This is an optimization exercise on Yosys and OpenROAD, whose aim is small area and a short achievable clock period, not a production implementation.
Where RTL was checked, it was by simulation tests only, not by an equivalence proof against the original.
For run 5, only the layout was checked, not whether the RTL still works.
Power figures rest on the tool's default switching activity, not on a simulated workload.

==> design.v <==
package mac_pkg;
  localparam int DATA_W = 8;
  localparam int ACC_W  = 32;
  typedef logic signed [DATA_W-1:0] operand_t;
  typedef logic signed [ACC_W-1:0]  acc_t;
  typedef operand_t operand_arr_t [2][2];
  typedef acc_t     acc_arr_t     [2][2];
endpackage
module mac_pe
#(
  parameter int DATA_W = mac_pkg::DATA_W,
  parameter int ACC_W  = mac_pkg::ACC_W
) (
  input  logic                     clk,
  input  logic                     rst_n,
  input  logic                     en,
  input  logic                     clear,
  input  logic signed [DATA_W-1:0] a,
  input  logic signed [DATA_W-1:0] b,
  output logic signed [ACC_W-1:0]  acc
);
  logic [15:0] h_r;
  logic [7:0] s_r;
  logic        cl_r;
  logic [8:0] r0_r;
  logic [7:0] r1_r;
  wire g123 = r0_r[0] & r1_r[0];
  wire g124 = r0_r[1] & r1_r[1];
  wire g125 = r0_r[2] & r1_r[2];
  wire g126 = r0_r[3] & r1_r[3];
  wire g127 = r0_r[4] & r1_r[4];
  wire g128 = r0_r[5] & r1_r[5];
  wire g129 = r0_r[6] & r1_r[6];
  wire g130 = r0_r[7] & r1_r[7];
  wire p131 = r0_r[0] ^ r1_r[0];
  wire p132 = r0_r[1] ^ r1_r[1];
  wire p133 = r0_r[2] ^ r1_r[2];
  wire p134 = r0_r[3] ^ r1_r[3];
  wire p135 = r0_r[4] ^ r1_r[4];
  wire p136 = r0_r[5] ^ r1_r[5];
  wire p137 = r0_r[6] ^ r1_r[6];
  wire p138 = r0_r[7] ^ r1_r[7];
  wire G139 = g123 | (p131 & cl_r);
  wire P140 = p131 & 1'b0;
  wire G141 = g124 | (p132 & g123);
  wire P142 = p132 & p131;
  wire G143 = g125 | (p133 & g124);
  wire P144 = p133 & p132;
  wire G145 = g126 | (p134 & g125);
  wire P146 = p134 & p133;
  wire G147 = g127 | (p135 & g126);
  wire P148 = p135 & p134;
  wire G149 = g128 | (p136 & g127);
  wire P150 = p136 & p135;
  wire G151 = g129 | (p137 & g128);
  wire P152 = p137 & p136;
  wire G153 = g130 | (p138 & g129);
  wire P154 = p138 & p137;
  wire G155 = G141 | (P142 & cl_r);
  wire P156 = P142 & 1'b0;
  wire G157 = G143 | (P144 & G139);
  wire P158 = P144 & P140;
  wire G159 = G145 | (P146 & G141);
  wire P160 = P146 & P142;
  wire G161 = G147 | (P148 & G143);
  wire P162 = P148 & P144;
  wire G163 = G149 | (P150 & G145);
  wire P164 = P150 & P146;
  wire G165 = G151 | (P152 & G147);
  wire P166 = P152 & P148;
  wire G167 = G153 | (P154 & G149);
  wire P168 = P154 & P150;
  wire G169 = G159 | (P160 & cl_r);
  wire P170 = P160 & 1'b0;
  wire G171 = G161 | (P162 & G139);
  wire P172 = P162 & P140;
  wire G173 = G163 | (P164 & G155);
  wire P174 = P164 & P156;
  wire G175 = G165 | (P166 & G157);
  wire P176 = P166 & P158;
  wire G177 = G167 | (P168 & G159);
  wire P178 = P168 & P160;
  wire G179 = G177 | (P178 & cl_r);
  wire P180 = P178 & 1'b0;
  wire sum181 = p131 ^ cl_r;
  wire sum182 = p132 ^ G139;
  wire sum183 = p133 ^ G155;
  wire sum184 = p134 ^ G157;
  wire sum185 = p135 ^ G169;
  wire sum186 = p136 ^ G171;
  wire sum187 = p137 ^ G173;
  wire sum188 = p138 ^ G175;
  wire [15:0] lo_v = {sum188, sum187, sum186, sum185, sum184, sum183, sum182, sum181, s_r[7], s_r[6], s_r[5], s_r[4], s_r[3], s_r[2], s_r[1], s_r[0]};
  wire [15:0] hi_c0, hi_c1, hi_v;
  mac_hipre u_hipre (.h(h_r), .q(r0_r[8]), .hi0_n(hi_c0), .hi1_n(hi_c1));
  mac_hisel u_hisel (.hi0_n(hi_c0), .hi1_n(hi_c1), .c(G179), .hi(hi_v));
  wire [31:0] acc_v = {hi_v, lo_v};
  wire [7:0] ag = a & {8{en}};
  wire [63:0] pp;
  mac_pp u_pp (.a(ag), .b(b), .pp(pp));
  wire s1 = pp[5] ^ pp[12];
  wire c2 = pp[5] & pp[12];
  wire s3, c3;
  mac_fa u_fa3 (.x(pp[6]), .y(pp[13]), .z(pp[20]), .s(s3), .c(c3));
  wire s4 = pp[27] ^ pp[34];
  wire c5 = pp[27] & pp[34];
  wire s6, c6;
  mac_fa u_fa6 (.x(pp[7]), .y(pp[14]), .z(pp[21]), .s(s6), .c(c6));
  wire s7, c7;
  mac_fa u_fa7 (.x(pp[28]), .y(pp[35]), .z(pp[42]), .s(s7), .c(c7));
  wire s8 = pp[49] ^ pp[56];
  wire c9 = pp[49] & pp[56];
  wire s10 = ~(pp[15] ^ pp[22]);
  wire c11 = pp[15] | pp[22];
  wire s12, c12;
  mac_fa u_fa12 (.x(pp[29]), .y(pp[36]), .z(pp[43]), .s(s12), .c(c12));
  wire s13, c13;
  mac_fa u_fa13 (.x(pp[50]), .y(pp[57]), .z(lo_v[8]), .s(s13), .c(c13));
  wire s14, c14;
  mac_fa u_fa14 (.x(pp[23]), .y(pp[30]), .z(pp[37]), .s(s14), .c(c14));
  wire s15, c15;
  mac_fa u_fa15 (.x(pp[44]), .y(pp[51]), .z(pp[58]), .s(s15), .c(c15));
  wire s16, c16;
  mac_fa u_fa16 (.x(pp[31]), .y(pp[38]), .z(pp[45]), .s(s16), .c(c16));
  wire s17 = pp[3] ^ pp[10];
  wire c18 = pp[3] & pp[10];
  wire s19, c19;
  mac_fa u_fa19 (.x(pp[4]), .y(pp[11]), .z(pp[18]), .s(s19), .c(c19));
  wire s20 = pp[25] ^ pp[32];
  wire c21 = pp[25] & pp[32];
  wire s22, c22;
  mac_fa u_fa22 (.x(pp[19]), .y(pp[26]), .z(pp[33]), .s(s22), .c(c22));
  wire s23, c23;
  mac_fa u_fa23 (.x(pp[40]), .y(s1), .z(lo_v[5]), .s(s23), .c(c23));
  wire s24, c24;
  mac_fa u_fa24 (.x(pp[41]), .y(pp[48]), .z(c2), .s(s24), .c(c24));
  wire s25, c25;
  mac_fa u_fa25 (.x(s4), .y(s3), .z(lo_v[6]), .s(s25), .c(c25));
  wire s26, c26;
  mac_fa u_fa26 (.x(c5), .y(s8), .z(c3), .s(s26), .c(c26));
  wire s27, c27;
  mac_fa u_fa27 (.x(s6), .y(s7), .z(lo_v[7]), .s(s27), .c(c27));
  wire s28, c28;
  mac_fa u_fa28 (.x(c9), .y(c6), .z(c7), .s(s28), .c(c28));
  wire s29, c29;
  mac_fa u_fa29 (.x(s10), .y(s12), .z(s13), .s(s29), .c(c29));
  wire s30, c30;
  mac_fa u_fa30 (.x(c11), .y(c12), .z(s14), .s(s30), .c(c30));
  wire s31, c31;
  mac_fa u_fa31 (.x(s15), .y(lo_v[9]), .z(c13), .s(s31), .c(c31));
  wire s32, c32;
  mac_fa u_fa32 (.x(pp[52]), .y(pp[59]), .z(c14), .s(s32), .c(c32));
  wire s33, c33;
  mac_fa u_fa33 (.x(c15), .y(s16), .z(lo_v[10]), .s(s33), .c(c33));
  wire s34, c34;
  mac_fa u_fa34 (.x(pp[39]), .y(pp[46]), .z(pp[53]), .s(s34), .c(c34));
  wire s35, c35;
  mac_fa u_fa35 (.x(pp[60]), .y(c16), .z(lo_v[11]), .s(s35), .c(c35));
  wire s36, c36;
  mac_fa u_fa36 (.x(pp[47]), .y(pp[54]), .z(pp[61]), .s(s36), .c(c36));
  wire s37 = pp[2] ^ pp[9];
  wire c38 = pp[2] & pp[9];
  wire s39, c39;
  mac_fa u_fa39 (.x(pp[17]), .y(pp[24]), .z(s17), .s(s39), .c(c39));
  wire s40, c40;
  mac_fa u_fa40 (.x(c18), .y(s20), .z(s19), .s(s40), .c(c40));
  wire s41, c41;
  mac_fa u_fa41 (.x(c21), .y(c19), .z(s22), .s(s41), .c(c41));
  wire s42, c42;
  mac_fa u_fa42 (.x(c22), .y(s24), .z(c23), .s(s42), .c(c42));
  wire s43, c43;
  mac_fa u_fa43 (.x(c24), .y(s26), .z(c25), .s(s43), .c(c43));
  wire s44, c44;
  mac_fa u_fa44 (.x(c26), .y(s28), .z(c27), .s(s44), .c(c44));
  wire s45, c45;
  mac_fa u_fa45 (.x(c28), .y(s30), .z(s31), .s(s45), .c(c45));
  wire s46, c46;
  mac_fa u_fa46 (.x(s32), .y(c30), .z(s33), .s(s46), .c(c46));
  wire s47, c47;
  mac_fa u_fa47 (.x(s34), .y(c32), .z(c33), .s(s47), .c(c47));
  wire s48, c48;
  mac_fa u_fa48 (.x(c34), .y(s36), .z(lo_v[12]), .s(s48), .c(c48));
  wire s49, c49;
  mac_fa u_fa49 (.x(pp[55]), .y(pp[62]), .z(c36), .s(s49), .c(c49));
  wire s50 = pp[1] ^ pp[8];
  wire c51 = pp[1] & pp[8];
  wire s52, c52;
  mac_fa u_fa52 (.x(pp[16]), .y(s37), .z(lo_v[2]), .s(s52), .c(c52));
  wire s53, c53;
  mac_fa u_fa53 (.x(c38), .y(lo_v[3]), .z(s39), .s(s53), .c(c53));
  wire s54, c54;
  mac_fa u_fa54 (.x(c39), .y(lo_v[4]), .z(s40), .s(s54), .c(c54));
  wire s55, c55;
  mac_fa u_fa55 (.x(c40), .y(s41), .z(s23), .s(s55), .c(c55));
  wire s56, c56;
  mac_fa u_fa56 (.x(c41), .y(s25), .z(s42), .s(s56), .c(c56));
  wire s57, c57;
  mac_fa u_fa57 (.x(s27), .y(c42), .z(s43), .s(s57), .c(c57));
  wire s58, c58;
  mac_fa u_fa58 (.x(c43), .y(s44), .z(s29), .s(s58), .c(c58));
  wire s59, c59;
  mac_fa u_fa59 (.x(c44), .y(c29), .z(s45), .s(s59), .c(c59));
  wire s60, c60;
  mac_fa u_fa60 (.x(c31), .y(s46), .z(c45), .s(s60), .c(c60));
  wire s61, c61;
  mac_fa u_fa61 (.x(s35), .y(s47), .z(c46), .s(s61), .c(c61));
  wire s62, c62;
  mac_fa u_fa62 (.x(c35), .y(s48), .z(c47), .s(s62), .c(c62));
  wire s63, c63;
  mac_fa u_fa63 (.x(lo_v[13]), .y(s49), .z(c48), .s(s63), .c(c63));
  wire s64, c64;
  mac_fa u_fa64 (.x(pp[63]), .y(lo_v[14]), .z(c49), .s(s64), .c(c64));
  wire s65 = ~lo_v[15];
  wire g66 = pp[0] & lo_v[0];
  wire g67 = lo_v[1] & s50;
  wire g68 = s52 & c51;
  wire g69 = s53 & c52;
  wire g70 = s54 & c53;
  wire g71 = s55 & c54;
  wire g72 = s56 & c55;
  wire g73 = s57 & c56;
  wire p74 = pp[0] ^ lo_v[0];
  wire p75 = lo_v[1] ^ s50;
  wire p76 = s52 ^ c51;
  wire p77 = s53 ^ c52;
  wire p78 = s54 ^ c53;
  wire p79 = s55 ^ c54;
  wire p80 = s56 ^ c55;
  wire p81 = s57 ^ c56;
  wire G82 = g67 | (p75 & g66);
  wire P83 = p75 & p74;
  wire G84 = g68 | (p76 & g67);
  wire P85 = p76 & p75;
  wire G86 = g69 | (p77 & g68);
  wire P87 = p77 & p76;
  wire G88 = g70 | (p78 & g69);
  wire P89 = p78 & p77;
  wire G90 = g71 | (p79 & g70);
  wire P91 = p79 & p78;
  wire G92 = g72 | (p80 & g71);
  wire P93 = p80 & p79;
  wire G94 = g73 | (p81 & g72);
  wire P95 = p81 & p80;
  wire G96 = G84 | (P85 & g66);
  wire P97 = P85 & p74;
  wire G98 = G86 | (P87 & G82);
  wire P99 = P87 & P83;
  wire G100 = G88 | (P89 & G84);
  wire P101 = P89 & P85;
  wire G102 = G90 | (P91 & G86);
  wire P103 = P91 & P87;
  wire G104 = G92 | (P93 & G88);
  wire P105 = P93 & P89;
  wire G106 = G94 | (P95 & G90);
  wire P107 = P95 & P91;
  wire G108 = G100 | (P101 & g66);
  wire P109 = P101 & p74;
  wire G110 = G102 | (P103 & G82);
  wire P111 = P103 & P83;
  wire G112 = G104 | (P105 & G96);
  wire P113 = P105 & P97;
  wire G114 = G106 | (P107 & G98);
  wire P115 = P107 & P99;
  wire sum116 = p75 ^ g66;
  wire sum117 = p76 ^ G82;
  wire sum118 = p77 ^ G96;
  wire sum119 = p78 ^ G98;
  wire sum120 = p79 ^ G108;
  wire sum121 = p80 ^ G110;
  wire sum122 = p81 ^ G112;
  wire [7:0] s_n = {sum122, sum121, sum120, sum119, sum118, sum117, sum116, p74};
  wire cl_n = G114;
  wire [8:0] r0_n = {lo_v[15], s65, s64, s63, s62, s61, s60, s59, s58};
  wire [7:0] r1_n = {c64, c63, c62, c61, c60, c59, c58, c57};
  always_ff @(posedge clk) begin
    if (!rst_n || clear) begin
      h_r  <= '0;
      s_r  <= '0;
      cl_r <= 1'b0;
      r0_r <= 9'b100000000;
      r1_r <= '0;
    end else begin
      h_r  <= hi_v;
      s_r  <= s_n;
      cl_r <= cl_n;
      r0_r <= r0_n;
      r1_r <= r1_n;
    end
  end
  assign acc = acc_v;
endmodule
module mac_fa (
  input  logic x,
  input  logic y,
  input  logic z,
  output logic s,
  output logic c
);
  assign {c, s} = x + y + z;
endmodule
module mac_hipre (
  input  logic [15:0] h,
  input  logic        q,
  output logic [15:0] hi0_n,
  output logic [15:0] hi1_n
);
  wire [15:0] h_m1 = h - 16'd1;
  wire [15:0] h_p1 = h + 16'd1;
  assign hi0_n = ~(q ? h : h_m1);
  assign hi1_n = ~(q ? h_p1 : h);
endmodule
module mac_hisel (
  input  logic [15:0] hi0_n,
  input  logic [15:0] hi1_n,
  input  logic        c,
  output logic [15:0] hi
);
  assign hi = ~(c ? hi1_n : hi0_n);
endmodule
module mac_pp (
  input  logic [7:0]  a,
  input  logic [7:0]  b,
  output logic [63:0] pp
);
  for (genvar i = 0; i < 8; i++) begin : g_i
    for (genvar j = 0; j < 8; j++) begin : g_j
      if ((i == 7) != (j == 7)) begin : g_inv
        assign pp[8*i+j] = ~(a[i] & b[j]);
      end else begin : g_pos
        assign pp[8*i+j] = a[i] & b[j];
      end
    end
  end
endmodule
module mac_array_2x2
#(
  parameter int DATA_W = mac_pkg::DATA_W,
  parameter int ACC_W  = mac_pkg::ACC_W
) (
  input  logic                  clk,
  input  logic                  rst_n,
  input  logic                  en,
  input  logic                  clear,
  input  logic [4*DATA_W-1:0]   a,
  input  logic [4*DATA_W-1:0]   b,
  output logic [4*ACC_W-1:0]    acc
);
  for (genvar gi = 0; gi < 2; gi++) begin : g_row
    for (genvar gj = 0; gj < 2; gj++) begin : g_col
      mac_pe #(
        .DATA_W (DATA_W),
        .ACC_W  (ACC_W)
      ) u_pe (
        .clk   (clk),
        .rst_n (rst_n),
        .en    (en),
        .clear (clear),
        .a     (a[(2*gi+gj)*DATA_W +: DATA_W]),
        .b     (b[(2*gi+gj)*DATA_W +: DATA_W]),
        .acc   (acc[(2*gi+gj)*ACC_W +: ACC_W])
      );
    end
  end
endmodule
==> flow/run.sh <==
#!/bin/bash
# Layout: the standard flow (standard.sh), with the port buffers that
# global placement inserts made plain buf_1 cells (the resizer sizes them up
# where timing needs it) instead of the delay buffers the resizer picks by
# default.  make's full output goes to standard.log; each ORFS step also keeps
# its own log under orfs/logs/.
set -euo pipefail
export BUFFER_PORTS_ARGS="-buffer_cell sky130_fd_sc_hd__buf_1"
bash standard.sh > standard.log 2>&1
==> standard.sh <==
#!/bin/bash
# synth_recipe.tcl (not shown) runs the flow's synth.tcl, then flattens the netlist and writes it again
# the make line also repeats each setting of config.mk as NAME=value (left out here)
make -C /OpenROAD-flow-scripts/flow DESIGN_CONFIG=/design/flow/config.mk WORK_HOME=/design/flow/orfs CLKGATE_MAP_FILE= SYNTH_SCRIPT=/design/flow/synth_recipe.tcl "${@:-finish}"
==> config.mk <==
export PLATFORM = sky130hd
export DESIGN_NAME = mac_array_2x2
export DESIGN_NICKNAME = mac_array_2x2
export VERILOG_FILES = /design/flow/design.v
export SDC_FILE = /design/flow/constraint.sdc
export NUM_CORES = 4
export LEC_CHECK = 0
export CAP_MARGIN = 20
export CORE_MARGIN = 2
export CORE_UTILIZATION = 55
export CTS_BUF_LIST = sky130_fd_sc_hd__clkbuf_4 sky130_fd_sc_hd__clkbuf_8
export GPL_ROUTABILITY_DRIVEN = 0
export SETUP_SLACK_MARGIN = 2.3
export SLEW_MARGIN = 20
export SYNTH_HIERARCHICAL = 1
export SYNTH_MINIMUM_KEEP_SIZE = 0
==> constraint.sdc <==
create_clock -name core_clock -period 6.5 [get_ports {clk}]
set_input_delay 1.3000 -clock core_clock [delete_from_list [all_inputs] [get_ports {clk}]]
set_output_delay 1.3000 -clock core_clock [all_outputs]
set_load 0.01 [all_outputs]
==> results of run 1 <==
## stage by stage
| step | instance area [sq um] | setup slack [ps] | utilization [%] |
|---|---|---|---|
| detailed placement | 17300 | 1110 | 58.4 |
| CTS | 17800 | 2310 | 60.0 |
| global placement | 17300 | 1240 | 58.4 |
| floorplan | 16600 | 2300 | - |
| global route | 17900 | 2210 | 60.4 |
| finish | 17900 | 2350 | 60.4 |
## flip-flops by register name, summed over array words and instances (netlist names)
name	cells
g_row.g_col.u_pe.r1_r	32
g_row.g_col.u_pe.cl_r	4
g_row.g_col.u_pe.h_r	64
g_row.g_col.u_pe.r0_r	36
g_row.g_col.u_pe.s_r	32
## final cells by class
class / count / area [sq um]
repair buffers: 200 / 790
multi-input cells: 1372 / 12600
well taps: 390 / 488
clock buffers: 22 / 297
fillers: 2722 / 11700
clock inverters: 9 / 141
flip-flops and latches: 168 / 3360
inverters: 48 / 180
## per-module statistics from Yosys (local to each module, per instance), a selection
module	area, sq um	copies in the design
mac_hipre	626	4
mac_pp	370	4
mac_hisel	191	4
mac_fa	20.0	192
## path summary, 6_finish.rpt
path	to	cells past startpoint	startpoint
worst max-delay path	g_row[0].g_col[0].u_pe.s_r[7]	12	en
worst max register to register	g_row[0].g_col[0].u_pe.r0_r[2]	8	g_row[0].g_col[0].u_pe.r0_r[0]
worst min-delay path	g_row[1].g_col[0].u_pe.s_r[0]	2	g_row[1].g_col[0].u_pe.s_r[0]
worst min register to register	g_row[1].g_col[0].u_pe.s_r[0]	2	g_row[1].g_col[0].u_pe.s_r[0]
## kinds of logic (layout without fill, tap and decap cells)
logic type / count (synthesis) / count (layout) / share of synthesized area, %
multiplexers: 76 / 76 / 4.63
adder cells (fa/ha/maj): 304 / 304 / 32.1
buffers and inverters: 140 / 279 / 4.78
flip-flops: 168 / 168 / 20.3
AND/OR/NAND/NOR: 724 / 724 / 24.9
XOR/XNOR: 144 / 144 / 7.63
AO/OA/AOI/OAI: 124 / 124 / 5.60
## synthesized netlist by cell type (all sizes together)
master,number
nand3,36
nor2b,20
a221oi,8
nor2,88
a31o,4
a31oi,4
nand2,104
or3,8
and3,4
a311oi,4
o21bai,8
o21ai,12
a21oi,16
o211ai,4
xnor2,72
nand4b,4
buf,52
inv,48
nand4,24
and2,360
o31a,16
a211oi,8
nor4,16
mux2i,72
and3b,4
nor4b,4
fa,200
o21a,20
nand2b,8
nor3,32
ha,104
or4,8
clkbuf,40
xor2,72
a21o,20
or2,4
dfxtp,168
mux2,4
## power by group
| part | leakage [uW] | internal, uW | switching (uW) |
|---|---|---|---|
| logic | 0.00574 | 1060 | 1290 |
| clock network | 0.000219 | 426 | 402 |
| registers | 0.00137 | 1190 | 117 |
## critical path, delay by kind of cell
kind | cells | cell delay, ps
fa+ha+maj | 4 | 1800
simple gates | 3 | 520
compound gates | 2 | 420
buf+inv | 2 | 310
mux | 1 | 210
## repair_timing
item / 4_1_cts / 5_1_grt
endpoints found under the setup margin: 46 / 67
pin swaps: 3 / 6
gates resized for setup: 21 / 18
buffers inserted: 0 / 1
gates cloned: 0 / 0
## routing by layer
layer / track usage (%) / vias up / routed length, microns
met5: 0 / - / 13
met4: 5.43 / 2 / 482
met3: 5.33 / 28 / 1890
met2: 38.8 / 229 / 16400
met1: 32.2 / 5649 / 16500
li1: - / 5773 / -
==> out/metrics.cfg, run 1 <==
[critical_path]
critPathMaxFanout = 17
critical_path_class = in -> reg
cp_cell_sequence = buf_6 -> and2_2 -> and2_1 -> fa_1 -> fa_1 -> fa_1 -> ha_4 -> nand3_1 -> o211ai_1 -> buf_4 -> a311oi_1 -> mux2i_1
max_stage_delay_ps = 560
rrSetupSlack_ps = 3410
cp_common_cell = fa_1
critPathSlowestCell = fa_1
cp.arrival_ps = 4560
endpoint_kind = flop
start_kind = input port
cp.required_ps = 6910

[clocking]
clk_pin_slew_ps = 90
clock_path_buffers = 2
insertion_delay_ps = 480
cts_buffers = 17
cts_hold_buf = 0
cts_htree_levels = 4
cts_root_buffer = clkbuf_8
cts_tree = built
clkSinkCount = 168

[logic_synthesis]
yosysUniqueCellTypes = 44
yosysWarningCount = 7
synth_seq_area_share_pct = 20.3
avgSynthCellArea_sq_um = 9.84
synth_top_cells_by_area = fa_1, dfxtp_1, and2_1
synth_cells = 1680
syn-num-nets = 2052
yosys.area.top_type = fa_1
ys_ff_latch = 168
syn-cell-area_sq_um = 16500
synth_top_cell_area_share_pct = 24.2

[sta]
post-route-period-util_pct = 63.8
finClkSkew_ps = 7.84
worst_slew_pin_slew_ps = 654
final.setup.tns_ps = 0
rsz0062_at_grt = yes
slew_headroom_pct = 56.0
drv_slew = 0
max_freq_mhz = 241
setup_viol = 0
whs_ps = 593
hold_violations = 0
layout_min_cycle_time_ps = 4150

[route]
vias = 11681
drt-total-wl_microns = 35300
drtIter0Drc = 440
first_pass_iters = 5
ant_nets = 0
post-route-drc-count = 0
drt-wirelength-per-cell_microns = 16.0
viasPerCell = 5.29

[power_and_ir_drop]
vdd_drop_max_v = 0.000183
p_leak_uw = 0.00733
powerDensity_nw_per_um2 = 251
p_total_uw = 4490

[placement]
dp_cells = 2177
io_buffer_count = 195
dp_hpwl_microns = 28500

[flow_run]
drv_cap = 0

[final_layout]
final_nets = 2179
drive_gt1_share_pct = 6.16
areaGrowthSynthToFinish_pct = 8.23
stdcell_count = 2209
diodes = 0
layout_commonest_cell = and2_1
layout_common_cells = and2_1, buf_1, fa_1

[die]
die_w_microns = 177
rows = 63
pin_count = 196
start_util_pct = 55.8
coreArea_sq_um = 29600
die_h_microns = 177
die-area_sq_um = 31500

[global_routing]
grt_max_degree = 36
antenna_found_initial = 1
track_usage_pct = 23.7
grt_pass1_wl_microns = 59500
first_global_vias = 11894
gr-total-overflow = 0

[status]
outcome = timing/DRC/antenna clean

[hold_path]
hold_path.class = reg -> reg

==> run 2: changes to the inputs <==
--- a/config.mk
+++ b/config.mk
@@ -11,3 +11,3 @@
 export CTS_BUF_LIST = sky130_fd_sc_hd__clkbuf_4 sky130_fd_sc_hd__clkbuf_8
-export GPL_ROUTABILITY_DRIVEN = 0
+export PLACE_DENSITY = 0.8
 export SETUP_SLACK_MARGIN = 2.3
==> run 2 against run 1 <==
Against the previous run:
- global-route usage rose by 0.32 points
- critical path depth rose by 1
- routed wire length rose by 2.7%
- fmax fell by 0.75%
- largest power group unchanged
- die area did not move
- sequential share of layout area barely moved
- combinational power barely moved
- clock power rose by 2%
- final cell count barely moved
- utilization barely moved
==> out/metrics.cfg, run 2 <==
[critical_path]
cp.arrival_ps = 4600  ; +40 ps
start_kind = input port
cp_cell_sequence = buf_6 -> buf_12 -> and2_4 -> and2_1 -> fa_1 -> fa_1 -> fa_1 -> ha_4 -> nand3_1 -> o211ai_1 -> buf_4 -> a311oi_2 -> mux2i_1
endpoint_kind = flop
max_stage_delay_ps = 560  ; about the same
cp_common_cell = fa_1
critPathMaxFanout = 17  ; unchanged
crit_family = adder cells
critical_path_class = in -> reg
critPathBufInv = 3  ; +1
critPathSlowestCell = fa_1
cp.required_ps = 6920  ; about the same

[global_routing]
track_usage_pct = 24.1  ; +0.32 points
gr-total-overflow = 0  ; unchanged
grt_max_degree = 36  ; unchanged
antenna_found_initial = 1  ; unchanged
grt_pass1_wl_microns = 60400  ; +1.5%
first_global_vias = 12760  ; +7.3%

[logic_synthesis]
synth_compound_area_share_pct = 5.60  ; unchanged
synth_cells = 1680  ; unchanged
synth_top_cell_area_share_pct = 24.2  ; unchanged
synth_common_cells = and2_1, fa_1, dfxtp_1
synth_adder_area_share_pct = 32.1  ; unchanged
yosysWarningCount = 7  ; unchanged
synth_edf_count = 0  ; unchanged
synth_top_cells_by_area = fa_1, dfxtp_1, and2_1
synth.most_common_cell = and2_1
synth_top_family_by_area = adder cells
syn-num-nets = 2052  ; unchanged
yosysUniqueCellTypes = 44  ; unchanged
synth_ff_type = dfxtp_1
ys_ff_latch = 168  ; unchanged
synthArstFlopShare_pct = 0  ; unchanged
synth-simple-area-share_pct = 24.9  ; unchanged
syn-cell-area_sq_um = 16500  ; unchanged
muxShareOfSynthArea_pct = 4.63  ; unchanged
avgSynthCellArea_sq_um = 9.84  ; unchanged
yosys.area.top_type = fa_1
synth_seq_area_share_pct = 20.3  ; unchanged
synth_xor_area_share_pct = 7.63  ; unchanged

[placement]
dp_hpwl_microns = 28700  ; +0.77%
io_buffer_count = 195  ; unchanged
gp_congestion = 0.894
dpl_worst_slack_ps = 1170  ; +60.2 ps

[status]
outcome = timing/DRC/antenna clean

[final_layout]
diodes = 0  ; unchanged
final_nets = 2180  ; +0.046%
reg_top3 = g_row.g_col.u_pe.h_r (64), g_row.g_col.u_pe.r0_r (36)
largest_reg_flops = 64  ; unchanged
areaGrowthSynthToFinish_pct = 8.21  ; about the same
layout_commonest_cell = and2_1
layout_common_cells = and2_1, buf_1, fa_1
drive_gt1_share_pct = 6.32  ; +0.16 points
fill_cells = 2504  ; -8.0%
regMostFlops = g_row.g_col.u_pe.h_r

[sta]
drv_slew = 0  ; unchanged
worst_slew_pin_slew_ps = 643  ; -11.0 ps
slew_headroom_pct = 57.0  ; +1.0 points
rsz0062_at_grt = yes
finClkSkew_ps = 16.4  ; +8.57 ps
hold_violations = 0  ; unchanged
final.setup.tns_ps = 0  ; unchanged
setup_viol = 0  ; unchanged
max_freq_mhz = 239  ; -0.75%
layout_min_cycle_time_ps = 4180  ; +31.5 ps
fin_ws_ps = 2320  ; -31.5 ps
post-route-period-util_pct = 64.3  ; +0.48 points

[die]
start_util_pct = 55.8  ; unchanged
rows = 63  ; unchanged
die-area_sq_um = 31500  ; unchanged
coreArea_sq_um = 29600  ; unchanged
die_w_microns = 177  ; unchanged
die_h_microns = 177  ; unchanged
pin_count = 196  ; unchanged

[route]
drt-total-wl_microns = 36200  ; +2.7%
ant_nets = 0  ; unchanged
post-route-drc-count = 0  ; unchanged
drt-wirelength-per-cell_microns = 16.4  ; +2.6%
first_pass_iters = 5  ; unchanged
viasPerCell = 5.47  ; +3.5%
drtIter0Drc = 581  ; +32%
vias = 12105  ; +3.6%

[power_and_ir_drop]
powerDensity_nw_per_um2 = 253  ; +0.71%
vdd_drop_max_v = 0.000194  ; +6.1%
p_leak_uw = 0.00734  ; +0.10%

[clocking]
cts_hold_buf = 0  ; unchanged
insertion_delay_ps = 490  ; about the same
cts_htree_levels = 4  ; unchanged
cts_tree = built
clk_pin_slew_ps = 110  ; +20 ps
cts_root_buffer = clkbuf_8
clkSinkCount = 168  ; unchanged
cts_buffers = 17  ; unchanged
clock_path_buffers = 2  ; unchanged

[hold_path]
hold_path.class = reg -> reg

[flow_run]
drv_cap = 0  ; unchanged

run 2: cell counts after synthesis:
Identical to the previous run, type by type.
run 2: cell families (layout without fill, tap and decap cells):
kind of cell	after synthesis	in the layout
AO/OA/AOI/OAI	124	124
XOR/XNOR	144	144
adder cells (fa/ha/maj)	304	304
buffers and inverters	140	281
flip-flops	168	168
multiplexers	76	76
AND/OR/NAND/NOR	724	724
run 2: path summary, 6_finish.rpt:
path	start	to	cells past startpoint	slack, ps
worst max-delay path	en	g_row[1].g_col[1].u_pe.s_r[7]	13	2320
worst min-delay path	g_row[0].g_col[1].u_pe.s_r[0]	g_row[0].g_col[1].u_pe.s_r[0]	2	590
worst max register to register	g_row[1].g_col[0].u_pe.r0_r[0]	g_row[1].g_col[0].u_pe.r0_r[2]	8	3360
worst min register to register	g_row[0].g_col[1].u_pe.s_r[0]	g_row[0].g_col[1].u_pe.s_r[0]	2	590
run 2: report_power, final:
| part | internal, uW | switching [uW] | leakage (uW) |
|---|---|---|---|
| Sequential | 1190 | 122 | 0.00137 |
| Combinational | 1060 | 1310 | 0.00577 |
| Clock | 404 | 439 | 0.000202 |
run 2: final cells by class:
| type | count | area [sq um] | share of cell area [%] |
|---|---|---|---|
| Multi-Input combinational cell | 1372 | 12600 | 70.6 |
| Sequential cell | 168 | 3360 | 18.8 |
| Timing Repair Buffer | 201 | 797 | 4.46 |
| Tap cell | 390 | 488 | 2.73 |
| Clock buffer | 19 | 262 | 1.46 |
| Inverter | 48 | 180 | 1.01 |
| Clock inverter | 13 | 168 | 0.937 |
run 2: timing repair:
action	4_1_cts	5_1_grt
gates resized for setup	12	27
endpoints found under the setup margin	37	66
endpoints found under the hold margin	0	0
buffers inserted	0	1
pin swaps	1	5
run 2: worst register-to-register path: stages, from the launching register on:
cell and delay, ps:
dfxtp_1 340, ha_1 290, a21o_1 150, a21oi_1 360
xnor2_1 260, fa_1 500, fa_1 500, fa_1 490
and2_1 150
run 2: per-layer routing:
metal | track usage (%) | share of wire, % | vias to the layer above
met1 | 30.3 | 43 | 5964
li1 | - | - | 5774
met4 | 8.03 | 2.4 | 0
met2 | 42.1 | 50 | 304
met5 | 0 | 0 | -
met3 | 3.98 | 4.3 | 63
run 2: through the flow:
step | power [uW] | instances | cell area, sq um | util [%] | hold WS (ps)
6_report | 4520 | 2211 | 17900 | 60.4 | 594
3_3_place_gp | 3560 | 2178 | 17300 | 58.4 | 558
3_5_place_dp | 3680 | 2178 | 17300 | 58.4 | 574
2_1_floorplan | 3220 | 1680 | 16600 | - | 620
5_1_grt | 4980 | 2211 | 17900 | 60.4 | 619
4_1_cts | 4550 | 2210 | 17800 | 59.9 | 600
run 2: modules after synthesis (local to each module, per instance), excerpt:
module,copies in the design,cells inside,flip-flops and latches
mac_fa,192,1,0
mac_hipre,4,92,0
mac_hisel,4,18,0
mac_pp,4,65,0
==> run 3: changes to the inputs <==
--- a/config.mk
+++ b/config.mk
@@ -9,5 +9,4 @@
 export CORE_MARGIN = 2
-export CORE_UTILIZATION = 55
+export CORE_UTILIZATION = 40
 export CTS_BUF_LIST = sky130_fd_sc_hd__clkbuf_4 sky130_fd_sc_hd__clkbuf_8
-export PLACE_DENSITY = 0.8
 export SETUP_SLACK_MARGIN = 2.3
==> run 3 against run 2 <==
Against the previous run:
- still clean on timing, DRC and antenna
- register-to-register slack better by 70 ps
- count of clock-buffer cells in the layout down 2
- sequential cell count stayed put
- worst hold slack worse by 4.8 ps
- routed wire length is 3.8% higher
- area after synthesis stayed put
- power grew 0.44%
- largest power group unchanged
==> out/metrics.cfg, run 3 <==
[final_layout]
regMostFlops = g_row.g_col.u_pe.h_r
reg_top3 = g_row.g_col.u_pe.h_r (64), g_row.g_col.u_pe.r0_r (36)
layout_commonest_cell = and2_1
stdcell_area_sq_um = 18200  ; +1.9%
layout_common_cells = and2_1, fa_1, buf_1
final_nets = 2193  ; +0.60%
areaGrowthSynthToFinish_pct = 10.2
drive_gt1_share_pct = 6.92  ; +0.61 points
largest_reg_flops = 64  ; unchanged
diodes = 0  ; unchanged

[logic_synthesis]
ys_ff_latch = 168  ; unchanged
syn-cell-area_sq_um = 16500  ; unchanged
synth_cells = 1680  ; unchanged
synth_common_cells = and2_1, fa_1, dfxtp_1
synth_compound_area_share_pct = 5.60  ; unchanged
syn-num-nets = 2052  ; unchanged
synth_adder_area_share_pct = 32.1  ; unchanged
yosysUniqueCellTypes = 44  ; unchanged
synth_edf_count = 0  ; unchanged
synth_seq_area_share_pct = 20.3  ; unchanged
synth_ff_type = dfxtp_1
synth_top_family_by_area = adder cells
yosysWarningCount = 7  ; unchanged
synth-simple-area-share_pct = 24.9  ; unchanged
synthArstFlopShare_pct = 0  ; unchanged
synth.most_common_cell = and2_1
yosys.area.top_type = fa_1
synth_xor_area_share_pct = 7.63  ; unchanged
synth_top_cells_by_area = fa_1, dfxtp_1, and2_1
synth_top_cell_area_share_pct = 24.2  ; unchanged
avgSynthCellArea_sq_um = 9.84  ; unchanged
muxShareOfSynthArea_pct = 4.63  ; unchanged

[sta]
worst_slew_pin_slew_ps = 588  ; -55.1 ps
drv_slew = 0  ; unchanged
hold_violations = 0  ; unchanged
final.setup.tns_ps = 0  ; unchanged
slew_headroom_pct = 60.8  ; +3.8 points
whs_ps = 589  ; -4.82 ps
rsz0062_at_grt = yes
setup_viol = 0  ; unchanged
layout_min_cycle_time_ps = 4100  ; -83.6 ps
max_freq_mhz = 244  ; +2.0%
finClkSkew_ps = 14.6  ; -1.85 ps
post-route-period-util_pct = 63.0  ; -1.3 points

[critical_path]
max_stage_delay_ps = 530  ; -30 ps
critPathSlowestCell = fa_1
endpoint_kind = flop
rrSetupSlack_ps = 3430  ; +70 ps
critPathBufInv = 1  ; -2
cp_cell_sequence = buf_6 -> and2_1 -> and2_1 -> fa_1 -> fa_1 -> fa_1 -> ha_4 -> nand3_1 -> o211ai_1 -> a311oi_1 -> mux2i_1
reg2reg_depth = 6  ; -2
crit_family = adder cells
critPathMaxFanout = 32  ; +15
r2r_start = g_row[0].g_col[1].u_pe.cl_r
cp.arrival_ps = 4590  ; about the same
start_kind = input port
cp_common_cell = fa_1
r2r-end = g_row[0].g_col[1].u_pe.r0_r[1]
critical_path_class = in -> reg
cp.required_ps = 6990  ; +70 ps

[global_routing]
gr-total-overflow = 0  ; unchanged
grt_pass1_wl_microns = 64500  ; +6.7%
first_global_vias = 12477  ; -2.2%
track_usage_pct = 18.7  ; -5.3 points
grt_max_degree = 36  ; unchanged
antenna_found_initial = 0  ; -1

[status]
outcome = timing/DRC/antenna clean

[die]
coreArea_sq_um = 40800  ; +38%
die_w_microns = 207  ; +17%
die-area_sq_um = 43000  ; +37%
start_util_pct = 40.5  ; -15 points
die_h_microns = 207  ; +17%
rows = 74  ; +17%
pin_count = 196  ; unchanged

[route]
drt-total-wl_microns = 37600  ; +3.8%
vias = 11798  ; -2.5%
ant_nets = 0  ; unchanged
viasPerCell = 4.99  ; -8.9%
post-route-drc-count = 0  ; unchanged
drtIter0Drc = 460  ; -21%
first_pass_iters = 4  ; -1
drt-wirelength-per-cell_microns = 15.9  ; -3.0%

[clocking]
clock_path_buffers = 2  ; unchanged
cts_tree = built
cts_buffers = 17  ; unchanged
clk_pin_slew_ps = 90  ; -20 ps
cts_root_buffer = clkbuf_8
clkSinkCount = 168  ; unchanged
cts_htree_levels = 4  ; unchanged
insertion_delay_ps = 570  ; +80 ps
cts_hold_buf = 0  ; unchanged

[power_and_ir_drop]
vdd_drop_max_v = 0.000250  ; +29%
powerDensity_nw_per_um2 = 249  ; -1.4%
p_total_uw = 4540  ; +0.44%
p_leak_uw = 0.00744  ; +1.4%

[placement]
dpl_cell_area_sq_um = 17500  ; +0.99%
dp_hpwl_microns = 30000  ; +4.5%
io_buffer_count = 195  ; unchanged
gp_congestion = 0.865  ; -3.2%

[hold_path]
whs_path_depth = 2  ; unchanged
holdPathEnd = g_row[1].g_col[0].u_pe.s_r[0]
hold_path.class = reg -> reg
hold_start = g_row[1].g_col[0].u_pe.s_r[0]

[flow_run]
drv_cap = 0  ; unchanged

## run 3: layout make-up
cell class | count | area, sq um
clock buffer | 17 | 234
clock inverter | 15 | 213
fill | 3958 | 22600
inverter | 48 | 180
multi-input combinational | 1372 | 12600
sequential | 168 | 3360
tap | 532 | 666
timing repair buffer | 214 | 933
## run 3: cells by family after synthesis
| group | Yosys count |
|---|---|
| flops | 168 |
| fa+ha+maj | 304 |
| mux | 76 |
| compound gates | 124 |
| simple gates | 724 |
| xor+xnor | 144 |
| buf+inv | 140 |
## run 3: power by group
part | switching, uW | internal (uW) | leakage [uW] | total [uW]
clock network | 465 | 427 | 0.000220 | 892
registers | 123 | 1190 | 0.00137 | 1310
logic | 1290 | 1040 | 0.00585 | 2330
total | 1880 | 2660 | 0.00744 | 4540
## run 3: per-layer routing
layer	GRT usage (%)	share of wire, %	up-vias
met4	6.21	1.6	0
met5	0	0	-
met1	24.8	47	5819
li1	-	-	5793
met3	3.07	2.6	30
met2	31.1	48	156
## run 3: worst max path at each step
| stage | from | endpoint | slack (ps) | cells past startpoint |
|---|---|---|---|---|
| floorplan | a[1] | g_row[0].g_col[0].u_pe.s_r[7] | 2300 | 10 |
| global placement | en | g_row[1].g_col[0].u_pe.s_r[7] | 1500 | 11 |
| detailed placement | en | g_row[1].g_col[0].u_pe.s_r[7] | 1430 | 11 |
| CTS | g_row[0].g_col[1].u_pe.r0_r[0] | acc[61] | 2310 | 7 |
| global route | en | g_row[1].g_col[1].u_pe.s_r[7] | 2280 | 11 |
| finish | en | g_row[1].g_col[1].u_pe.s_r[7] | 2400 | 11 |
## run 3: tightest hold or removal path, stage by stage, from the launching register on
cell	delay (ps)
dfxtp_1	340
ha_1	120
and2_1	100
## run 3: repair_timing
action                     CTS  global route
pin swaps                    0             3
resized for setup            9            28
setup endpoints to repair   70            61
buffers inserted             0            15
## run 3: metrics by stage
step                util [%]  setup slack [ps]  std cells
finish                  44.6              2400       2366
global route            44.6              2280       2366
CTS                     44.0              2310       2351
detailed placement      42.8              1430       2319
global placement        42.8              1500       2319
floorplan                  -              2300       1680
## run 3: modules after synthesis, one instance, submodules excluded, a selection
module | flops+latches | times used | cells
mac_pp | 0 | 4 | 65
mac_fa | 0 | 192 | 1
mac_hipre | 0 | 4 | 92
mac_hisel | 0 | 4 | 18
==> run 4: changes to the inputs <==
--- a/config.mk
+++ b/config.mk
@@ -7,3 +7,3 @@
 export LEC_CHECK = 0
-export CAP_MARGIN = 20
+export CAP_MARGIN = 5
 export CORE_MARGIN = 2
@@ -12,3 +12,3 @@
 export SETUP_SLACK_MARGIN = 2.3
-export SLEW_MARGIN = 20
+export SLEW_MARGIN = 5
 export SYNTH_HIERARCHICAL = 1
==> run 4 against run 3 <==
Against the previous run:
- combinational power barely moved
- count of clock-buffer cells in the layout unchanged
- clock skew did not move
- sequential share of layout area unchanged
- first-iteration DRC count did not move
- via count unchanged
- fmax did not move
- final area stayed put
- final cell count unchanged
- global-route usage did not move
- die area stayed put
- critical path type unchanged
- largest power group unchanged
- highest routed layer unchanged
==> out/metrics.cfg, run 4 <==
[power_and_ir_drop]
switching_share_pct = 41.4  ; unchanged
p_switching_uw = 1880  ; unchanged
internal_power_uw = 2660  ; unchanged
p_clk_share_pct = 19.7  ; about the same
power_frac_seq_pct = 28.9  ; about the same
p_comb_share_pct = 51.4  ; about the same
p_total_uw = 4540  ; unchanged
powerDensity_nw_per_um2 = 249  ; unchanged
p_leak_uw = 0.00744  ; unchanged
vdd_drop_max_v = 0.000250  ; unchanged

[flow_run]
drv_cap = 0  ; unchanged

[critical_path]
critPathMaxFanout = 32  ; unchanged
critical_path_class = in -> reg
endpoint_kind = flop
cp.arrival_ps = 4590  ; about the same
start_kind = input port
cp.required_ps = 6990  ; about the same

[logic_synthesis]
synth_ff_type = dfxtp_1
avgSynthCellArea_sq_um = 9.84  ; unchanged
muxShareOfSynthArea_pct = 4.63  ; unchanged
yosysUniqueCellTypes = 44  ; unchanged
synth.most_common_cell = and2_1
yosys.area.top_type = fa_1
synth_edf_count = 0  ; unchanged
syn-cell-area_sq_um = 16500  ; unchanged
synth_top_family_by_area = adder cells
synth_compound_area_share_pct = 5.60  ; unchanged
ys_ff_latch = 168  ; unchanged
synth_cells = 1680  ; unchanged
synth_xor_area_share_pct = 7.63  ; unchanged
yosysWarningCount = 7  ; unchanged
synth_top_cell_area_share_pct = 24.2  ; unchanged
synth_adder_area_share_pct = 32.1  ; unchanged
synthArstFlopShare_pct = 0  ; unchanged
synth-simple-area-share_pct = 24.9  ; unchanged
synth_seq_area_share_pct = 20.3  ; unchanged
syn-num-nets = 2052  ; unchanged
synth_common_cells = and2_1, fa_1, dfxtp_1
synth_top_cells_by_area = fa_1, dfxtp_1, and2_1

[route]
viasPerCell = 4.99  ; unchanged
drt-total-wl_microns = 37600  ; unchanged
drtIter0Drc = 460  ; unchanged
drt-wirelength-per-cell_microns = 15.9  ; unchanged
first_pass_iters = 4  ; unchanged
post-route-drc-count = 0  ; unchanged
vias = 11798  ; unchanged
ant_nets = 0  ; unchanged

[clocking]
clkSinkCount = 168  ; unchanged
cts_tree = built
clk_pin_slew_ps = 90  ; about the same
insertion_delay_ps = 570  ; about the same
cts_root_buffer = clkbuf_8
cts_htree_levels = 4  ; unchanged
clock_path_buffers = 2  ; unchanged
cts_buffers = 17  ; unchanged

[sta]
finClkSkew_ps = 14.6  ; unchanged
drv_slew = 0  ; unchanged
layout_min_cycle_time_ps = 4100  ; unchanged
final.setup.tns_ps = 0  ; unchanged
slew_headroom_pct = 60.8  ; unchanged
fin_ws_ps = 2400  ; unchanged
hold_violations = 0  ; unchanged
post-route-period-util_pct = 63.0  ; unchanged
max_freq_mhz = 244  ; unchanged
worst_slew_pin_slew_ps = 588  ; unchanged
rsz0062_at_grt = yes
setup_viol = 0  ; unchanged

[die]
rows = 74  ; unchanged
coreArea_sq_um = 40800  ; unchanged
die_w_microns = 207  ; unchanged
die-area_sq_um = 43000  ; unchanged
pin_count = 196  ; unchanged
die_h_microns = 207  ; unchanged
start_util_pct = 40.5  ; unchanged

[final_layout]
largest_reg_flops = 64  ; unchanged
layout_commonest_cell = and2_1
stdcell_area_sq_um = 18200  ; unchanged
drive_gt1_share_pct = 6.92  ; unchanged
regMostFlops = g_row.g_col.u_pe.h_r
diodes = 0  ; unchanged
fill_cells = 3958  ; unchanged
final_nets = 2193  ; unchanged
layout_common_cells = and2_1, fa_1, buf_1
reg_top3 = g_row.g_col.u_pe.h_r (64), g_row.g_col.u_pe.r0_r (36)
areaGrowthSynthToFinish_pct = 10.2  ; unchanged

[placement]
gp_congestion = 0.865  ; unchanged
dpl_cell_area_sq_um = 17500  ; unchanged
io_buffer_count = 195  ; unchanged
dpl_worst_slack_ps = 1430  ; unchanged
dp_hpwl_microns = 30000  ; unchanged

[global_routing]
gr-total-overflow = 0  ; unchanged
grt_pass1_wl_microns = 64500  ; unchanged
antenna_found_initial = 0  ; unchanged
track_usage_pct = 18.7  ; unchanged
grtUsageMet2_pct = 31.1  ; unchanged
grt.busiest_layer = met2
grt_max_degree = 36  ; unchanged
grt_use_met1_pct = 24.8  ; unchanged
use_met3_pct = 3.07  ; unchanged
first_global_vias = 12477  ; unchanged

[status]
outcome = timing/DRC/antenna clean

[hold_path]
hold_path.class = reg -> reg

run 4: metal layers:
metal	wire, microns	vias up	share of wire [%]
met1	17900	5819	47
met5	0	-	0
met4	620	0	1.6
li1	-	5793	-
met3	963	30	2.6
met2	18200	156	48
run 4: Yosys stat by module, one instance, submodules excluded, excerpt:
| module | copies in the design | flops+latches | area (sq um) |
|---|---|---|---|
| mac_hipre | 4 | 0 | 626 |
| mac_pp | 4 | 0 | 370 |
| mac_fa | 192 | 0 | 20.0 |
| mac_hisel | 4 | 0 | 191 |
run 4: final cells by class:
cell class	count	area (sq um)	area share, %
inverters	48	180	0.989
clock buffers	17	234	1.28
repair buffers	214	933	5.12
multi-input cells	1372	12600	69.3
clock inverters	15	213	1.17
flip-flops and latches	168	3360	18.5
well taps	532	666	3.65
run 4: cells by family (layout without fill, tap and decap cells):
family,count (synthesis),in the layout
compound gates,124,124
simple gates,724,724
mux,76,76
xor+xnor,144,144
fa+ha+maj,304,304
flops,168,168
buf+inv,140,294
run 4: what timing repair did:
| item | in CTS | in global routing |
|---|---|---|
| pin swaps | 0 | 3 |
| setup buffers | 0 | 15 |
| hold buffers | 0 | 0 |
| resized for setup | 9 | 28 |
| setup endpoints to repair | 70 | 61 |
run 4: power by group through the flow:
stage / clock network (uW) / logic, uW / registers (uW)
floorplan: 0 / 1920 / 1300
global placement: 0 / 2300 / 1330
detailed placement: 0 / 2350 / 1340
CTS: 937 / 2370 / 1310
global route: 971 / 2730 / 1340
finish: 892 / 2330 / 1310
run 4: path summary, 6_finish.rpt:
path | startpoint | end | slack, ps | cells past startpoint
worst max register to register | g_row[0].g_col[1].u_pe.cl_r | g_row[0].g_col[1].u_pe.r0_r[1] | 3430 | 6
worst max-delay path | en | g_row[1].g_col[1].u_pe.s_r[7] | 2400 | 11
worst min register to register | g_row[1].g_col[0].u_pe.s_r[0] | g_row[1].g_col[0].u_pe.s_r[0] | 590 | 2
worst min-delay path | g_row[1].g_col[0].u_pe.s_r[0] | g_row[1].g_col[0].u_pe.s_r[0] | 590 | 2
run 4: critical path, cell delays in order:
cell      delay (ps)
buf_6            230
and2_1           310
and2_1           190
fa_1             440
fa_1             480
fa_1             530
ha_4             220
nand3_1           80
o211ai_1         160
a311oi_1         390
mux2i_1          220
run 4: per-stage QoR:
stage	cells	util, %	hold WS, ps
6_report	2366	44.6	589
5_1_grt	2366	44.6	640
4_1_cts	2351	44.0	602
3_5_place_dp	2319	42.8	578
3_3_place_gp	2319	42.8	564
2_1_floorplan	1680	-	620
==> run 5: changes to the inputs <==
--- a/design.v
+++ b/design.v
@@ -97,3 +97,6 @@
   wire [31:0] acc_v = {hi_v, lo_v};
-  wire [7:0] ag = a & {8{en}};
+  wire kill = ~rst_n | clear;
+  wire go = en & ~kill;
+  wire [7:0] ag = a & {8{go}};
+  wire [15:0] lo_g = lo_v & {16{~kill}};
   wire [63:0] pp;
@@ -117,3 +120,3 @@
   wire s13, c13;
-  mac_fa u_fa13 (.x(pp[50]), .y(pp[57]), .z(lo_v[8]), .s(s13), .c(c13));
+  mac_fa u_fa13 (.x(pp[50]), .y(pp[57]), .z(lo_g[8]), .s(s13), .c(c13));
   wire s14, c14;
@@ -133,3 +136,3 @@
   wire s23, c23;
-  mac_fa u_fa23 (.x(pp[40]), .y(s1), .z(lo_v[5]), .s(s23), .c(c23));
+  mac_fa u_fa23 (.x(pp[40]), .y(s1), .z(lo_g[5]), .s(s23), .c(c23));
   wire s24, c24;
@@ -137,3 +140,3 @@
   wire s25, c25;
-  mac_fa u_fa25 (.x(s4), .y(s3), .z(lo_v[6]), .s(s25), .c(c25));
+  mac_fa u_fa25 (.x(s4), .y(s3), .z(lo_g[6]), .s(s25), .c(c25));
   wire s26, c26;
@@ -141,3 +144,3 @@
   wire s27, c27;
-  mac_fa u_fa27 (.x(s6), .y(s7), .z(lo_v[7]), .s(s27), .c(c27));
+  mac_fa u_fa27 (.x(s6), .y(s7), .z(lo_g[7]), .s(s27), .c(c27));
   wire s28, c28;
@@ -149,3 +152,3 @@
   wire s31, c31;
-  mac_fa u_fa31 (.x(s15), .y(lo_v[9]), .z(c13), .s(s31), .c(c31));
+  mac_fa u_fa31 (.x(s15), .y(lo_g[9]), .z(c13), .s(s31), .c(c31));
   wire s32, c32;
@@ -153,3 +156,3 @@
   wire s33, c33;
-  mac_fa u_fa33 (.x(c15), .y(s16), .z(lo_v[10]), .s(s33), .c(c33));
+  mac_fa u_fa33 (.x(c15), .y(s16), .z(lo_g[10]), .s(s33), .c(c33));
   wire s34, c34;
@@ -157,3 +160,3 @@
   wire s35, c35;
-  mac_fa u_fa35 (.x(pp[60]), .y(c16), .z(lo_v[11]), .s(s35), .c(c35));
+  mac_fa u_fa35 (.x(pp[60]), .y(c16), .z(lo_g[11]), .s(s35), .c(c35));
   wire s36, c36;
@@ -181,3 +184,3 @@
   wire s48, c48;
-  mac_fa u_fa48 (.x(c34), .y(s36), .z(lo_v[12]), .s(s48), .c(c48));
+  mac_fa u_fa48 (.x(c34), .y(s36), .z(lo_g[12]), .s(s48), .c(c48));
   wire s49, c49;
@@ -187,7 +190,7 @@
   wire s52, c52;
-  mac_fa u_fa52 (.x(pp[16]), .y(s37), .z(lo_v[2]), .s(s52), .c(c52));
+  mac_fa u_fa52 (.x(pp[16]), .y(s37), .z(lo_g[2]), .s(s52), .c(c52));
   wire s53, c53;
-  mac_fa u_fa53 (.x(c38), .y(lo_v[3]), .z(s39), .s(s53), .c(c53));
+  mac_fa u_fa53 (.x(c38), .y(lo_g[3]), .z(s39), .s(s53), .c(c53));
   wire s54, c54;
-  mac_fa u_fa54 (.x(c39), .y(lo_v[4]), .z(s40), .s(s54), .c(c54));
+  mac_fa u_fa54 (.x(c39), .y(lo_g[4]), .z(s40), .s(s54), .c(c54));
   wire s55, c55;
@@ -209,8 +212,8 @@
   wire s63, c63;
-  mac_fa u_fa63 (.x(lo_v[13]), .y(s49), .z(c48), .s(s63), .c(c63));
+  mac_fa u_fa63 (.x(lo_g[13]), .y(s49), .z(c48), .s(s63), .c(c63));
   wire s64, c64;
-  mac_fa u_fa64 (.x(pp[63]), .y(lo_v[14]), .z(c49), .s(s64), .c(c64));
-  wire s65 = ~lo_v[15];
-  wire g66 = pp[0] & lo_v[0];
-  wire g67 = lo_v[1] & s50;
+  mac_fa u_fa64 (.x(pp[63]), .y(lo_g[14]), .z(c49), .s(s64), .c(c64));
+  wire s65 = ~lo_g[15];
+  wire g66 = pp[0] & lo_g[0];
+  wire g67 = lo_g[1] & s50;
   wire g68 = s52 & c51;
@@ -221,4 +224,4 @@
   wire g73 = s57 & c56;
-  wire p74 = pp[0] ^ lo_v[0];
-  wire p75 = lo_v[1] ^ s50;
+  wire p74 = pp[0] ^ lo_g[0];
+  wire p75 = lo_g[1] ^ s50;
   wire p76 = s52 ^ c51;
@@ -272,18 +275,10 @@
   wire cl_n = G114;
-  wire [8:0] r0_n = {lo_v[15], s65, s64, s63, s62, s61, s60, s59, s58};
+  wire [8:0] r0_n = {lo_g[15], s65, s64, s63, s62, s61, s60, s59, s58};
   wire [7:0] r1_n = {c64, c63, c62, c61, c60, c59, c58, c57};
   always_ff @(posedge clk) begin
-    if (!rst_n || clear) begin
-      h_r  <= '0;
-      s_r  <= '0;
-      cl_r <= 1'b0;
-      r0_r <= 9'b100000000;
-      r1_r <= '0;
-    end else begin
-      h_r  <= hi_v;
-      s_r  <= s_n;
-      cl_r <= cl_n;
-      r0_r <= r0_n;
-      r1_r <= r1_n;
-    end
+    h_r  <= kill ? '0 : hi_v;
+    s_r  <= s_n;
+    cl_r <= cl_n;
+    r0_r <= r0_n;
+    r1_r <= r1_n;
   end
--- a/config.mk
+++ b/config.mk
@@ -7,3 +7,3 @@
 export LEC_CHECK = 0
-export CAP_MARGIN = 5
+export CAP_MARGIN = 20
 export CORE_MARGIN = 2
@@ -12,3 +12,3 @@
 export SETUP_SLACK_MARGIN = 2.3
-export SLEW_MARGIN = 5
+export SLEW_MARGIN = 20
 export SYNTH_HIERARCHICAL = 1
==> run 5 against run 4 <==
Against the previous run:
- still clean on timing, DRC and antenna
- via count shrank 2.4%
- fmax shrank 1.7%
- worst setup slack got worse by 71 ps
- clock power decreased by 17%
- routed wire length is 1.5% higher
- area after synthesis decreased by 0.79%
- worst hold slack got worse by 7.4 ps
- final area grew 0.73%
- clock skew shrank 1.6 ps
==> out/metrics.cfg, run 5 <==
[logic_synthesis]
yosys.area.top_type = fa_1
synth_cells = 1632  ; -2.9%
synth_common_cells = and2_1, fa_1, dfxtp_1
synth_ff_type = dfxtp_1
yosysUniqueCellTypes = 40  ; -9.1%
avgSynthCellArea_sq_um = 10.0  ; +2.1%
synth.most_common_cell = and2_1
synth_seq_area_share_pct = 20.5  ; +0.16 points
yosysWarningCount = 7  ; unchanged
ys_ff_latch = 168  ; unchanged
synth_top_cells_by_area = fa_1, dfxtp_1, and2_1
synth_top_cell_area_share_pct = 24.4  ; +0.19 points
syn-num-nets = 2004  ; -2.3%
synthArstFlopShare_pct = 0  ; unchanged
syn-cell-area_sq_um = 16400  ; -0.79%
synth_edf_count = 0  ; unchanged

[sta]
layout_min_cycle_time_ps = 4170  ; +70.6 ps
finClkSkew_ps = 13.0  ; -1.60 ps
final.setup.tns_ps = 0  ; unchanged
drv_slew = 0  ; unchanged
hold_violations = 0  ; unchanged
max_freq_mhz = 240  ; -1.7%
worst_slew_pin_slew_ps = 514  ; -74.5 ps
slew_headroom_pct = 65.6  ; +4.8 points
rsz0062_at_grt = yes
setup_viol = 0  ; unchanged
post-route-period-util_pct = 64.1  ; +1.1 points

[die]
pin_count = 196  ; unchanged
die_w_microns = 206  ; -0.39%
coreArea_sq_um = 40600  ; -0.45%
die-area_sq_um = 42600  ; -0.77%
rows = 74  ; unchanged
start_util_pct = 40.3  ; -0.14 points
die_h_microns = 206  ; -0.39%

[final_layout]
reg_top3 = g_row.g_col.u_pe.h_r (64), g_row.g_col.u_pe.r0_r (36)
layout_commonest_cell = and2_1
areaGrowthSynthToFinish_pct = 11.9
largest_reg_flops = 64  ; unchanged
final_nets = 2154  ; -1.8%
drive_gt1_share_pct = 9.31  ; +2.4 points
regMostFlops = g_row.g_col.u_pe.h_r
layout_common_cells = and2_1, fa_1, buf_1
diodes = 0  ; unchanged
fill_cells = 3884  ; -1.9%

[route]
drt-wirelength-per-cell_microns = 16.4  ; +3.3%
ant_nets = 0  ; unchanged
first_pass_iters = 4  ; unchanged
post-route-drc-count = 0  ; unchanged
drtIter0Drc = 353  ; -23%
drt-total-wl_microns = 38200  ; +1.5%
vias = 11514  ; -2.4%
viasPerCell = 4.95  ; -0.69%

[power_and_ir_drop]
switching_share_pct = 49.4  ; +8.0 points
p_comb_share_pct = 71.6  ; +20 points
vdd_drop_max_v = 0.000314  ; +26%
power_frac_seq_pct = 19.7  ; -9.2 points
internal_power_uw = 4310  ; +62%
p_clk_share_pct = 8.7  ; -11 points
p_switching_uw = 4210  ; +120%
p_total_uw = 8530  ; +88%
p_leak_uw = 0.00785  ; +5.5%
powerDensity_nw_per_um2 = 464  ; +87%

[clocking]
clkSinkCount = 168  ; unchanged
cts_hold_buf = 0  ; unchanged
insertion_delay_ps = 560  ; about the same
clk_pin_slew_ps = 90  ; about the same
cts_buffers = 17  ; unchanged
cts_htree_levels = 4  ; unchanged
cts_root_buffer = clkbuf_8
cts_tree = built
clock_path_buffers = 2  ; unchanged

[critical_path]
cp.arrival_ps = 4620  ; +30 ps
reg2reg_depth = 8  ; +2
critical_path_class = in -> reg
rrSetupSlack_ps = 3430  ; about the same
cp_cell_sequence = buf_12 -> buf_12 -> nor2b_4 -> buf_12 -> and3_4 -> and2_4 -> fa_1 -> fa_1 -> fa_1 -> ha_4 -> and3_4 -> a221o_1 -> o211ai_1 -> xnor2_1
cp.required_ps = 6950  ; -40 ps
r2r-end = g_row[1].g_col[0].u_pe.r0_r[2]
crit_path_end = g_row[0].g_col[1].u_pe.s_r[7]
start_kind = input port
cp-startpoint = clear
critPathMaxFanout = 9  ; -72%
critPathSlowestCell = fa_1
max_stage_delay_ps = 510  ; -20 ps
endpoint_kind = flop
r2r_start = g_row[1].g_col[0].u_pe.r0_r[0]

[flow_run]
drv_cap = 0  ; unchanged

[hold_path]
whs_path_depth = 2  ; unchanged
hold_path.class = reg -> reg

[global_routing]
grt_max_degree = 36  ; unchanged
gr-total-overflow = 0  ; unchanged
first_global_vias = 11674  ; -6.4%
antenna_found_initial = 0  ; unchanged
track_usage_pct = 18.4  ; -0.35 points
grt_pass1_wl_microns = 60700  ; -5.9%

[placement]
io_buffer_count = 195  ; unchanged
gp_congestion = 0.852  ; -1.5%
dp_hpwl_microns = 30100  ; +0.42%

[status]
outcome = timing/DRC/antenna clean

==> run 5: cell count changes after synthesis, sizes merged, moves of 20 or more <==
cell / previous run / this run
and2: 360 / 320
and3: 4 / 44
nor2: 88 / 56
a21oi: 16 / 36
xnor2: 72 / 92
==> run 5: modules after synthesis, one instance, submodules excluded, a selection <==
module / cell area, sq um / times used / cells
mac_hipre: 626 / 4 / 92
mac_pp: 370 / 4 / 65
mac_hisel: 191 / 4 / 18
mac_fa: 20.0 / 192 / 1
==> run 5: power groups by stage <==
stage / clock, uW / sequential (uW) / combinational, uW
2_1_floorplan: 0 / 1520 / 4990
3_3_place_gp: 0 / 1670 / 5870
3_5_place_dp: 0 / 1680 / 5940
4_1_cts: 787 / 1660 / 6130
5_1_grt: 820 / 1730 / 6800
6_report: 742 / 1680 / 6100
==> run 5: area by class of cell <==
type,instances,area (sq um),share of cell area [%]
Sequential cell,168,3360,18.3
Timing Repair Buffer,222,1090,5.96
Tap cell,532,666,3.63
Clock inverter,6,42.5,0.232
Multi-Input combinational cell,1337,12700,69.4
Clock buffer,24,318,1.73
Inverter,36,135,0.736
==> run 5: worst min-delay path by stage <==
| stage | slack (ps) | end | startpoint |
|---|---|---|---|
| floorplan | 610 | g_row[0].g_col[0].u_pe.s_r[0] | g_row[0].g_col[0].u_pe.s_r[0] |
| global placement | 560 | g_row[0].g_col[0].u_pe.s_r[0] | g_row[0].g_col[0].u_pe.s_r[0] |
| detailed placement | 560 | g_row[1].g_col[0].u_pe.s_r[0] | g_row[1].g_col[0].u_pe.s_r[0] |
| CTS | 590 | g_row[1].g_col[0].u_pe.s_r[0] | g_row[1].g_col[0].u_pe.s_r[0] |
| global route | 630 | g_row[1].g_col[0].u_pe.s_r[0] | g_row[1].g_col[0].u_pe.s_r[0] |
| finish | 580 | g_row[1].g_col[0].u_pe.s_r[0] | g_row[1].g_col[0].u_pe.s_r[0] |
==> run 5: stage by stage <==
| stage | utilization, % | hold slack, ps | setup WS (ps) | instance area [sq um] | instances |
|---|---|---|---|---|---|
| 4_1_cts | 44.6 | 585 | 2300 | 18100 | 2314 |
| 2_1_floorplan | - | 614 | 2050 | 16800 | 1632 |
| 5_1_grt | 45.2 | 633 | 2220 | 18400 | 2325 |
| 6_report | 45.2 | 581 | 2330 | 18400 | 2325 |
| 3_3_place_gp | 43.2 | 561 | 1320 | 17600 | 2273 |
| 3_5_place_dp | 43.3 | 563 | 1270 | 17600 | 2273 |
==> run 5: layer usage <==
metal  vias to the layer above  wire length, microns  GRT usage, %
met5                         -                     0             0
met2                       182                 17600          29.1
li1                       5654                     -             -
met3                        29                  1530          4.18
met1                      5649                 18500          25.0
met4                         0                   500          5.20
==> run 5: worst max-delay path: cells and delay by family <==
family / cells / cell delay [ps]
adders and majority gates: 4 / 1660
AOI/OAI and AO/OA: 2 / 500
buffers and inverters: 3 / 380
and+or+nand+nor: 4 / 670
xor gates and xnor gates: 1 / 90
==> run 5: logic make-up (layout without fill, tap and decap cells) <==
kind of cell	Yosys count	count (layout)	share of synthesized area, %
xor+xnor	164	164	8.76
flops	168	168	20.5
buf+inv	128	288	4.55
compound gates	104	104	4.58
simple gates	676	677	23.7
mux	88	88	5.52
fa+ha+maj	304	304	32.3
==> run 5: repair_timing <==
action	CTS	global route
cloned	1	1
pin swaps	3	8
resized for setup	9	28
setup buffers	10	10
endpoints found under the setup margin	65	32
endpoints found under the hold margin	0	0

-- static timing again, ports no longer ideal --
No port has a modelled driver above. Below, the same layouts with a new extraction and two added sets of constraints.
Step 1: set_driving_cell puts a clkbuf_16 on clk and a buf_2 on each other input, an assumption about the parent block.
Step 2 moves the port delays by t, midway between the first and last clock arrival at a register: inputs arrive t later, outputs are due t later. That takes back most of the time a late clock gives input paths.
a / b / c = ideal / step 1 / step 2; a / b = the first two.
| run | t (ns) | slack for setup (ns) | worst hold slack (ns) | worst register clock-pin slew, ns | worst slew at a driven data input, ns |
|---|---|---|---|---|---|
| run 1 | 0.526 | 2.350 / 2.365 / 1.839 | 0.593 / 0.593 / 0.593 | 0.09 / 0.09 | 0.07 |
| run 2 | 0.534 | 2.319 / 2.334 / 1.801 | 0.594 / 0.594 / 0.594 | 0.11 / 0.11 | 0.06 |
| run 3 | 0.613 | 2.402 / 2.411 / 1.805 | 0.589 / 0.589 / 0.589 | 0.11 / 0.11 | 0.06 |
| run 4 | 0.613 | 2.402 / 2.411 / 1.805 | 0.589 / 0.589 / 0.589 | 0.11 / 0.11 | 0.06 |
| run 5 | 0.599 | 2.332 / 2.288 / 1.688 | 0.581 / 0.581 / 0.581 | 0.10 / 0.10 | 0.11 |
After both steps every run listed still meets setup and hold. The setup slack of run 5, which loses most, moves by -0.044 ns with the drivers and by -0.644 ns with both steps.
